From an optimization exercise on the open Yosys and OpenROAD flow, aimed at small area, a short achievable clock period and few clock cycles per item; shortcuts taken in it are not production practice.
Function was checked by simulation only, so behaviour that the tests miss may differ from the original.
Power figures rest on the tool's default switching activity, not on a simulated workload.

**flow/run.sh**
```bash
#!/bin/bash
# synth_recipe.tcl (not shown) runs the flow's synth.tcl, then flattens the netlist and writes it again
# the make line also repeats each setting of config.mk as NAME=value (left out here)
make -C /OpenROAD-flow-scripts/flow DESIGN_CONFIG=/design/flow/config.mk WORK_HOME=/design/flow/orfs CLKGATE_MAP_FILE= SYNTH_SCRIPT=/design/flow/synth_recipe.tcl finish
```
**flow/config.mk**
```make
export PLATFORM = sky130hd
export DESIGN_NAME = canonical_huffman_bit_decoder
export DESIGN_NICKNAME = canonical_huffman_bit_decoder
export VERILOG_FILES = /design/flow/design.v
export SDC_FILE = /design/flow/constraint.sdc
export NUM_CORES = 4
export LEC_CHECK = 0
export CAP_MARGIN = 20
export CORE_MARGIN = 2
export CORE_UTILIZATION = 40
export SLEW_MARGIN = 20
```
**flow/constraint.sdc**
```tcl
create_clock -name core_clock -period 9.0 [get_ports {clk}]
set_input_delay 1.8000 -clock core_clock [delete_from_list [all_inputs] [get_ports {clk}]]
set_output_delay 1.8000 -clock core_clock [all_outputs]
set_load 0.01 [all_outputs]
```
**flow/design.v**
```verilog
`timescale 1ns / 1ps
package chbd_pkg;
  localparam int NUM_LEN = 16;   
  localparam int LEN_IW  = 4;    
  typedef logic [2:0] opcode_t;
  localparam opcode_t OP_CLEAR  = 3'd0;
  localparam opcode_t OP_COUNT  = 3'd1;
  localparam opcode_t OP_SYMBOL = 3'd2;
  localparam opcode_t OP_FINISH = 3'd3;
  localparam opcode_t OP_DECODE = 3'd4;
  typedef logic [2:0] status_t;
  localparam status_t ST_OK       = 3'd0;
  localparam status_t ST_SYMBOL   = 3'd1;
  localparam status_t ST_INVALID  = 3'd2;
  localparam status_t ST_NOTBUILT = 3'd3;
  localparam status_t ST_OVERFULL = 3'd4;
  localparam status_t ST_MISMATCH = 3'd5;
endpackage
`timescale 1ns / 1ps
import chbd_pkg::*;
module chbd_build_walk (
  input  logic                  clk,
  input  logic                  rst,
  input  logic                  go_bg,      
  input  logic                  clr,        
  input  logic                  go_st,      
  input  logic [8:0]            total,      
  input  logic [7:0]            n,          
  output logic [3:0]            idx,
  output logic                  busy,       
  output logic                  st_done,    
  output chbd_pkg::status_t     st_status,
  output logic                  r_ofl,
  output logic [11:0]           r_sum,
  output logic [15:0]           r_last,
  output logic [4:0]            r_longest
);
  logic        active;
  logic        prime;      
  logic        st_mode;
  logic [3:0]  k;
  logic [7:0]  n_q;
  logic [16:0] code;
  logic [11:0] used;
  logic        ofl;
  logic [15:0] last;
  logic [4:0]  longest;
  logic [8:0]  tot;
  logic [4:0]  len;
  logic [16:0] space;
  logic [16:0] code_sum;
  logic [11:0] used_sum;
  logic        ofl_here;
  logic        kv_fail;
  logic [11:0] kv;
  logic [16:0] ko;
  logic        last_len;
  logic        step;
  always_comb begin
    len      = {1'b0, k} + 5'd1;
    space    = 17'd1 << len;
    code_sum = code + {9'd0, n_q};
    used_sum = used + {4'd0, n_q};
    ofl_here = (code_sum > space);
    kv_fail  = (used_sum > {3'd0, tot});
    kv       = {3'd0, tot} - used;
    ko       = space - code;
    last_len = (k == 4'd15);
    step     = active && !prime;
  end
  assign idx  = prime ? 4'd0 : k + 4'd1;
  assign busy = active;
  always_comb begin
    st_done   = step && st_mode && (kv_fail || ofl_here || last_len);
    st_status = ST_MISMATCH;
    if ((kv_fail || ofl_here) && ({5'd0, kv} > ko)) st_status = ST_OVERFULL;
  end
  always_ff @(posedge clk) begin
    if (rst) begin
      active    <= 1'b0;
      prime     <= 1'b0;
      st_mode   <= 1'b0;
      r_ofl     <= 1'b0;
      r_sum     <= '0;
      r_last    <= '0;
      r_longest <= '0;
    end else if (clr) begin
      active    <= 1'b0;
      prime     <= 1'b0;
      st_mode   <= 1'b0;
      r_ofl     <= 1'b0;
      r_sum     <= '0;
      r_last    <= '0;
      r_longest <= '0;
    end else if (go_bg || go_st) begin
      active  <= 1'b1;
      prime   <= 1'b1;
      st_mode <= go_st;
    end else if (active) begin
      prime <= 1'b0;
      if (step && last_len) begin
        active <= 1'b0;
        if (!st_mode) begin
          r_ofl     <= ofl || ofl_here;
          r_sum     <= used_sum;
          r_last    <= (n_q != 8'd0) ? 16'(code_sum - 17'd1) : last;
          r_longest <= (n_q != 8'd0) ? 5'd16 : longest;
        end
      end
      if (st_done) active <= 1'b0;
    end
  end
  always_ff @(posedge clk) begin
    if (go_bg || go_st) begin
      k       <= '0;
      code    <= '0;
      used    <= '0;
      ofl     <= 1'b0;
      last    <= '0;
      longest <= '0;
    end else if (step) begin
      k    <= k + 4'd1;
      code <= {code_sum[15:0], 1'b0};
      used <= used_sum;
      ofl  <= ofl || ofl_here;
      if (n_q != 8'd0) begin
        last    <= 16'(code_sum - 17'd1);
        longest <= len;
      end
    end
    if (go_st) tot <= total;
    n_q <= n;
  end
endmodule
`timescale 1ns / 1ps
import chbd_pkg::*;
module canonical_huffman_bit_decoder #(
  parameter int MAX_CODE_LENGTH = 16,
  parameter int MAX_SYMBOLS     = 256
) (
  input  logic              clk,
  input  logic              rst,
  input  logic              start,
  output logic              busy,
  input  chbd_pkg::opcode_t opcode,
  input  logic [4:0]        level,
  input  logic [7:0]        count,
  input  logic [7:0]        symbol_index,
  input  logic [7:0]        symbol,
  input  logic [8:0]        value_total,
  input  logic              bit_req,
  output logic              done,
  output chbd_pkg::status_t status,
  output logic [7:0]        decoded_symbol,
  output logic [4:0]        code_length
);
  logic [15:0] in_p;
  always_comb begin
    unique case (opcode)
      OP_COUNT:  in_p = {3'd0, level, count};
      OP_SYMBOL: in_p = {symbol_index, symbol};
      OP_FINISH: in_p = {7'd0, value_total};
      default:   in_p = {15'd0, bit_req};
    endcase
  end
  logic        s_v;
  logic [2:0]  s_op;
  logic [15:0] s_p;
  logic        a_v;
  logic [2:0]  a_op;
  logic [15:0] a_p;
  logic        a_hold;
  logic        accept;
  assign busy   = s_v;
  assign accept = start && !s_v;
  always_ff @(posedge clk) begin
    if (rst) begin
      s_v <= 1'b0;
      a_v <= 1'b0;
    end else if (a_hold) begin
      if (accept) s_v <= 1'b1;
    end else begin
      s_v <= 1'b0;
      a_v <= s_v || accept;
    end
  end
  always_ff @(posedge clk) begin
    if (a_hold) begin
      if (accept) begin
        s_op <= opcode;
        s_p  <= in_p;
      end
    end else if (s_v) begin
      a_op <= s_op;
      a_p  <= s_p;
    end else begin
      a_op <= opcode;
      a_p  <= in_p;
    end
  end
  logic [7:0]  counts [NUM_LEN];
  logic        ready;
  logic [4:0]  k;        
  logic [14:0] q;        
  logic        eq;       
  logic [8:0]  off;      
  logic [7:0]  r_cnt;    
  logic        r_lb;     
  logic        r_lv;     
  logic [7:0] sym_ram[MAX_SYMBOLS];
  logic        w_busy;
  logic        w_st_done;
  chbd_pkg::status_t     w_st_status;
  logic        w_ofl;
  logic [11:0] w_sum;
  logic [15:0] w_last;
  logic [4:0]  w_longest;
  logic [3:0]  w_idx;
  logic        w_go_bg;
  logic        w_go_st;
  logic        w_clr;
  logic [8:0]  tot;
  logic a_clear, a_count, a_symbol, a_finish, a_decode;
  always_comb begin
    a_clear  = a_v && (a_op == OP_CLEAR);
    a_count  = a_v && (a_op == OP_COUNT);
    a_symbol = a_v && (a_op == OP_SYMBOL);
    a_finish = a_v && (a_op == OP_FINISH);
    a_decode = a_v && (a_op == OP_DECODE);
  end
  assign tot = (a_p[8:0] > 9'd256) ? 9'd257 : a_p[8:0];
  logic fin_ok;
  logic fin_wait;     
  assign fin_ok = !w_ofl && (w_sum == {3'd0, tot});
  assign w_clr   = a_clear;
  assign w_go_bg = a_count;
  assign w_go_st = a_finish && !w_busy && !fin_ok && !fin_wait;
  always_ff @(posedge clk) begin
    if (rst) begin
      fin_wait <= 1'b0;
    end else if (w_go_st) begin
      fin_wait <= 1'b1;
    end else if (w_st_done) begin
      fin_wait <= 1'b0;
    end
  end
  logic fin_take;
  assign fin_take = a_finish && !w_busy && fin_ok || w_st_done;
  assign a_hold   = a_finish && !fin_take;
  chbd_build_walk u_walk (
    .clk       (clk),
    .rst       (rst),
    .go_bg     (w_go_bg),
    .clr       (w_clr),
    .go_st     (w_go_st),
    .total     (tot),
    .n         (counts[w_idx]),
    .idx       (w_idx),
    .busy      (w_busy),
    .st_done   (w_st_done),
    .st_status (w_st_status),
    .r_ofl     (w_ofl),
    .r_sum     (w_sum),
    .r_last    (w_last),
    .r_longest (w_longest)
  );
  logic        b;
  logic [15:0] rel;
  logic        hit;
  logic        inv;
  logic [15:0] q_sub;
  logic [4:0]  dl;
  logic [8:0]  pos;
  always_comb begin
    b     = a_p[0];
    dl    = k + 5'd1;
    rel   = {q, b};
    hit   = (q[14:7] == 8'd0) && ({q[6:0], b} < r_cnt);
    inv   = !r_lv || (eq && b && !r_lb);
    q_sub = rel - {8'd0, r_cnt};
    pos   = off + {1'b0, q[6:0], b};
  end
  logic [7:0] row1_cnt;
  logic       row1_lb;
  logic       row1_lv;
  logic [7:0] rown_cnt;
  logic       rown_lb;
  logic       rown_lv;
  logic [4:0] kn;
  logic [4:0] lb1_i;
  logic [4:0] lbn_i;
  always_comb begin
    row1_cnt = counts[0];
    lb1_i    = w_longest - 5'd1;
    row1_lb  = w_last[lb1_i[3:0]];
    row1_lv  = (w_longest != 5'd0);
    kn       = k + 5'd2;
    rown_cnt = (kn <= 5'd16) ? counts[4'(kn - 5'd1)] : 8'd0;
    lbn_i    = w_longest - kn;
    rown_lb  = w_last[lbn_i[3:0]];
    rown_lv  = (kn <= w_longest);
  end
  logic part_clr;
  assign part_clr = a_clear || a_count || a_symbol ||
                    (a_finish && fin_take && !w_st_done) ||
                    (a_decode && ready && !inv && hit);
  always_ff @(posedge clk) begin
    if (rst) begin
      for (int i = 0; i < NUM_LEN; i++) counts[i] <= '0;
      ready <= 1'b0;
    end else begin
      if (a_clear) begin
        for (int i = 0; i < NUM_LEN; i++) counts[i] <= '0;
      end
      if (a_count && (a_p[12:8] >= 5'd1) && (a_p[12:8] <= 5'd16)) begin
        counts[4'(a_p[12:8] - 5'd1)] <= a_p[7:0];
      end
      if (a_clear || a_count || a_symbol) ready <= 1'b0;
      if (fin_take) ready <= !w_st_done;
    end
  end
  always_ff @(posedge clk) begin
    if (rst || part_clr) begin
      k     <= '0;
      q     <= '0;
      eq    <= 1'b1;
      off   <= '0;
      r_cnt <= row1_cnt;
      r_lb  <= row1_lb;
      r_lv  <= row1_lv;
    end else if (a_decode && ready && !inv) begin
      k     <= dl;
      q     <= q_sub[14:0];
      eq    <= eq && (b == r_lb);
      off   <= off + {1'b0, r_cnt};
      r_cnt <= rown_cnt;
      r_lb  <= rown_lb;
      r_lv  <= rown_lv;
    end
  end
  always_ff @(posedge clk) begin
    if (a_symbol) sym_ram[a_p[15:8]] <= a_p[7:0];
  end
  logic        r1_v;
  chbd_pkg::status_t     r1_st;
  logic [4:0]  r1_len;
  logic        r1_sym;
  logic [7:0]  r1_pos;
  always_ff @(posedge clk) begin
    if (rst) begin
      r1_v <= 1'b0;
    end else begin
      r1_v <= a_v && !a_hold;
    end
  end
  always_ff @(posedge clk) begin
    r1_st  <= ST_OK;
    r1_len <= '0;
    r1_sym <= 1'b0;
    r1_pos <= pos[7:0];
    if (a_decode) begin
      if (!ready) begin
        r1_st <= ST_NOTBUILT;
      end else if (inv) begin
        r1_st <= ST_INVALID;
      end else if (hit) begin
        r1_st  <= ST_SYMBOL;
        r1_len <= dl;
        r1_sym <= !pos[8];
      end
    end
    if (w_st_done) r1_st <= w_st_status;
  end
  logic       r2_v;
  chbd_pkg::status_t    r2_st;
  logic [4:0] r2_len;
  logic [7:0] r2_sym;
  always_ff @(posedge clk) begin
    if (rst || !r1_v) begin
      r2_v   <= 1'b0;
      r2_st  <= ST_OK;
      r2_len <= '0;
      r2_sym <= '0;
    end else begin
      r2_v   <= 1'b1;
      r2_st  <= r1_st;
      r2_len <= r1_len;
      r2_sym <= r1_sym ? sym_ram[r1_pos] : 8'd0;
    end
  end
  assign done           = r2_v;
  assign status         = r2_st;
  assign code_length    = r2_len;
  assign decoded_symbol = r2_sym;
endmodule
```
==> impl_metrics.prom <==
# TYPE chip_impl_metric gauge
chip_impl_metric{name="globalRoute.totalOverflow",unit=""} 0
chip_impl_metric{name="cp_data_arrival_time",unit="ns"} 6.69
chip_impl_metric{name="layout_worst_path_cycle_share",unit=""} 0.6816
chip_impl_info{name="timing.critical_path.from_type",value="flop"} 1
chip_impl_metric{name="maxSlewHeadroom",unit=""} 0.1084
chip_impl_info{name="most-common-layout-cells",value="edfxtp_1, mux4_2, nor2_1"} 1
chip_impl_metric{name="finalSetupViolCount",unit=""} 0
chip_impl_metric{name="crit_path_max_incr_delay",unit="ns"} 0.75
chip_impl_metric{name="fp.dieArea",unit="sq um"} 251900
chip_impl_info{name="cts.root.buffer_cell",value="clkbuf_16"} 1
chip_impl_info{name="crit_slowest_cell",value="clkinv_1"} 1
chip_impl_metric{name="post_synthesis_net_count",unit=""} 5492
chip_impl_metric{name="cts_buffer_depth",unit=""} 3
chip_impl_metric{name="period_minus_slack",unit="ns"} 6.134
chip_impl_metric{name="final.setup.tns",unit="ns"} 0
chip_impl_metric{name="vias",unit=""} 50040
chip_impl_metric{name="clk_transition_reported_paths",unit="ns"} 0.06
chip_impl_info{name="ys_dominant_reg_cell",value="edfxtp_1"} 1
chip_impl_metric{name="timing.max_cap.violations",unit=""} 0
chip_impl_metric{name="first_pass_grt_wire_length",unit="mm"} 354.0
chip_impl_metric{name="postCtsSetupRepairBufs",unit=""} 0
chip_impl_metric{name="ir_worst_vdd",unit="uV"} 221.1
chip_impl_metric{name="die_height",unit="um"} 501.9
chip_impl_metric{name="cellInternalPower",unit="W"} 0.01918
chip_impl_info{name="timing_worst_setup_path_type",value="flop to flop"} 1
chip_impl_info{name="crit_path_frequent_cell",value="buf_4"} 1
chip_impl_info{name="most_frequent_standard_cell_in_the_layout_excluding_fill_and_tap_cells",value="edfxtp_1"} 1
chip_impl_metric{name="grt_max_degree",unit=""} 209
chip_impl_metric{name="rows",unit=""} 182
chip_impl_metric{name="grt_antenna_before_repair",unit=""} 11
chip_impl_metric{name="yosys_register_bits",unit=""} 2401
chip_impl_metric{name="initial_utilization",unit=""} 0.4029
chip_impl_info{name="min_delay_worst_type",value="flop to flop"} 1
chip_impl_metric{name="buffers_on_ports",unit=""} 62
chip_impl_metric{name="worst-path-max-fanout",unit=""} 33
chip_impl_metric{name="placeableCoreArea",unit="sq um"} 246200
chip_impl_metric{name="clock_network_power_share",unit=""} 0.374
chip_impl_metric{name="die_width",unit="um"} 501.9
chip_impl_metric{name="leakagePower",unit="nW"} 35.27
chip_impl_metric{name="post_drt_wl_per_cell",unit="um"} 27.00
chip_impl_info{name="tritoncts",value="done"} 1
chip_impl_metric{name="yosys_warnings",unit=""} 2
chip_impl_metric{name="detail-route-antenna-nets",unit=""} 0
chip_impl_metric{name="dpl.hpwl",unit="mm"} 147.6
chip_impl_metric{name="clock-sinks",unit=""} 2401
chip_impl_metric{name="max_slew.worst_pin.slew",unit="ns"} 1.337
chip_impl_info{name="rsz_0062_raised_after_global_routing",value="false"} 1
chip_impl_metric{name="clock_buffer_count_from_cts",unit=""} 239
chip_impl_metric{name="share_comb_of_total_power",unit=""} 0.136
chip_impl_info{name="result_of_the_run",value="finished clean"} 1
chip_impl_metric{name="total_switching_power",unit="W"} 0.006538
chip_impl_metric{name="synth_cell_types",unit=""} 74
chip_impl_metric{name="number_of_synthesized_flops_with_an_enable_pin",unit=""} 2233
chip_impl_metric{name="power.density_cell_area",unit="nW/um^2"} 231.3
chip_impl_metric{name="clock.fmax",unit="GHz"} 0.1630
chip_impl_metric{name="area_growth",unit="%"} 12.10
chip_impl_metric{name="drc",unit=""} 0
chip_impl_metric{name="cts-resized-gates",unit=""} 0
chip_impl_metric{name="post_route_cells_drive_above_1_share",unit=""} 0.2147
chip_impl_metric{name="asyncSetResetFlopFracSynth",unit=""} 0
chip_impl_metric{name="syn_area",unit="sq um"} 99170
chip_impl_metric{name="cts_hold_buffers",unit=""} 0
chip_impl_metric{name="gpl.final_weighted_congestion",unit=""} 0.8202
chip_impl_metric{name="timing_hold_violations_final",unit=""} 0
chip_impl_metric{name="first_global_vias",unit=""} 50510
chip_impl_metric{name="grt_usage",unit=""} 0.1913
chip_impl_metric{name="routed_via_density",unit=""} 5.601
chip_impl_metric{name="whs",unit="ns"} 0.4327
chip_impl_metric{name="synth_cells",unit=""} 5320
chip_impl_metric{name="finalWirelength",unit="mm"} 241.2
chip_impl_metric{name="finClkSkew",unit="ns"} 0.09228
chip_impl_metric{name="final_net_count",unit=""} 5589
chip_impl_info{name="critical_path_endpoint_category",value="flop"} 1
chip_impl_metric{name="synth_sequential_area_ratio",unit=""} 0.7101
chip_impl_metric{name="timing.critical_path.required",unit="ns"} 9.56
chip_impl_metric{name="power.share.switching",unit=""} 0.2542
chip_impl_metric{name="firstDrtPassIters",unit=""} 6
chip_impl_metric{name="final-max-slew-violation-count",unit=""} 0
chip_impl_metric{name="top_level_ports",unit=""} 63
chip_impl_metric{name="initialDrtViolationCount",unit=""} 5050
chip_impl_metric{name="clock_latency",unit="ns"} 0.91
chip_impl_metric{name="cts_h_tree_lvls",unit=""} 4
chip_impl_metric{name="power_frac_seq",unit=""} 0.491
chip_impl_metric{name="synthesis.area_per_instance",unit="sq um"} 18.64
chip_impl_info{name="path_cells",value="buf_4 > clkinv_1 > ha_1 > nand2_1 > ha_1 > a21o_1 > a21oi_1 > nand2_1 > a211o_1 > o21ai_0 > o2111ai_1 > o311ai_2 > buf_4 > nand2_1 > buf_4 > nor3b_2 > buf_4"} 1
final timing paths:
| check | start | endpoint | slack, ns | cells after the start |
|---|---|---|---|---|
| setup / recovery | u_walk.k[0] | s_p[14] | 2.87 | 17 |
| hold / removal | r1_len[4] | r2_len[4] | 0.43 | 1 |
| setup reg to reg | u_walk.k[0] | s_p[14] | 2.87 | 17 |
| hold reg to reg | r1_len[4] | r2_len[4] | 0.43 | 1 |
worst max-delay path, delay by kind of cell (launching register included):
kind | cells | cell delay (ns)
buffers and inverters | 5 | 2.02
adder cells (fa/ha/maj) | 2 | 0.83
flip-flops | 1 | 0.47
AO/OA/AOI/OAI | 6 | 1.67
AND/OR/NAND/NOR | 4 | 0.74
kinds of logic (layout without fill, tap and decap cells):
logic type                 Yosys count  after routing  synth area share
other                                0              4                 0
xor gates and xnor gates           101            101          0.008920
muxes                              791            791            0.1706
AOI/OAI and AO/OA                  408            408           0.02654
and+or+nand+nor                   1081           1081           0.05020
DFF                               2401           2401            0.7101
adders and majority gates          127            127           0.01663
buffers and inverters              411            709           0.01706
power groups by stage:
stage | Combinational [W] | Sequential, W | Clock [W]
6_report | 0.00349 | 0.0126 | 0.00961
5_1_grt | 0.00385 | 0.0126 | 0.0102
3_3_place_gp | 0.00343 | 0.0128 | 0
4_1_cts | 0.00350 | 0.0126 | 0.00978
3_5_place_dp | 0.00348 | 0.0129 | 0
2_1_floorplan | 0.00241 | 0.0129 | 0
area by class of cell:
cell class / instances / area [sq um]
clock buffers: 291 / 6197
fillers: 20810 / 135000
clock inverters: 151 / 1340
multi-input cells: 2508 / 27130
flip-flops and latches: 2401 / 70440
well taps: 3312 / 4144
repair buffers: 155 / 1495
diodes: 4 / 10.01
inverters: 112 / 420.4
flip-flops by register name, indices dropped and copies added (netlist names), 9 cells and up:
signal and cells:
q 15, u_walk.tot 9, counts 128, u_walk.code 16
u_walk.r_sum 12, u_walk.last 16, u_walk.r_last 16, s_p 16
off 9, a_p 16, u_walk.used 12, sym_ram 2048
cells in the mapped netlist (13+ instances only):
cell,count,area share
mux2i_1,41,0.0041
nor2b_1,42,0.0026
nor2_1,407,0.015
a311oi_1,19,0.0017
dfxtp_1,168,0.034
xnor2_1,68,0.0060
buf_1,28,0.0011
ha_1,119,0.015
nand4_1,19,0.0012
and2_1,148,0.0093
buf_2,48,0.0024
mux4_2,716,0.16
mux2_2,34,0.0039
xor2_1,33,0.0029
nand2_1,269,0.010
o211ai_1,17,0.0013
inv_1,110,0.0042
a21oi_1,143,0.0072
nor3_1,49,0.0025
nand2b_1,15,0.00095
edfxtp_1,2233,0.68
a21o_1,20,0.0015
nand3_1,74,0.0037
clkbuf_1,205,0.0078
and3_1,13,0.00082
a211oi_1,59,0.0045
o21ai_0,72,0.0036
layer usage:
layer,track usage,routed length [um],vias to the layer above
li1,-,-,21570
met1,0.2747,104200,26620
met2,0.3103,117900,1553
met3,0.02672,14310,298
met4,0.04413,4757,0
met5,0,0,-
metrics by stage:
stage | total power (W) | setup slack, ns | instances | util | cell area (sq um)
after floorplan | 0.01536 | 1.226 | 5320 | - | 99170
after global placement | 0.01627 | 3.112 | 8485 | 0.4207 | 103600
after detailed placement | 0.01633 | 2.986 | 8486 | 0.4208 | 103600
after CTS | 0.02590 | 2.888 | 8928 | 0.4514 | 111100
after global routing | 0.02671 | 2.525 | 8931 | 0.4516 | 111200
final | 0.02572 | 2.866 | 8934 | 0.4516 | 111200
Testbench counts, summed over its fixed seeds: cycles 92,140, items 91,490.

## separate check: timing with driven ports
Ports are ideal in the flow. The routed layout listed here was re-timed in OpenROAD.
Step 1 sets driving cells, clkbuf_16 on the clock port and buf_2 on the other inputs (assumed; they add their load-dependent delay and slew).
Step 2 moves the port delays by t, midway between the first and last clock arrival at a register: inputs arrive t later, outputs are due t later. That takes back most of the time a late clock gives input paths.
Slacks: ideal / step 1 / step 2; pairs: ideal / step 1.
shift t [ns]: 0.952
setup slack, ns: 2.866 / 2.866 / 2.866
hold WS [ns]: 0.433 / 0.433 / 0.433
cell pins on the clock port's net: 1
After both steps this run still meets setup and hold. For this run, drivers alone change the setup slack by 0.000 ns; drivers and shift together by 0.000 ns.
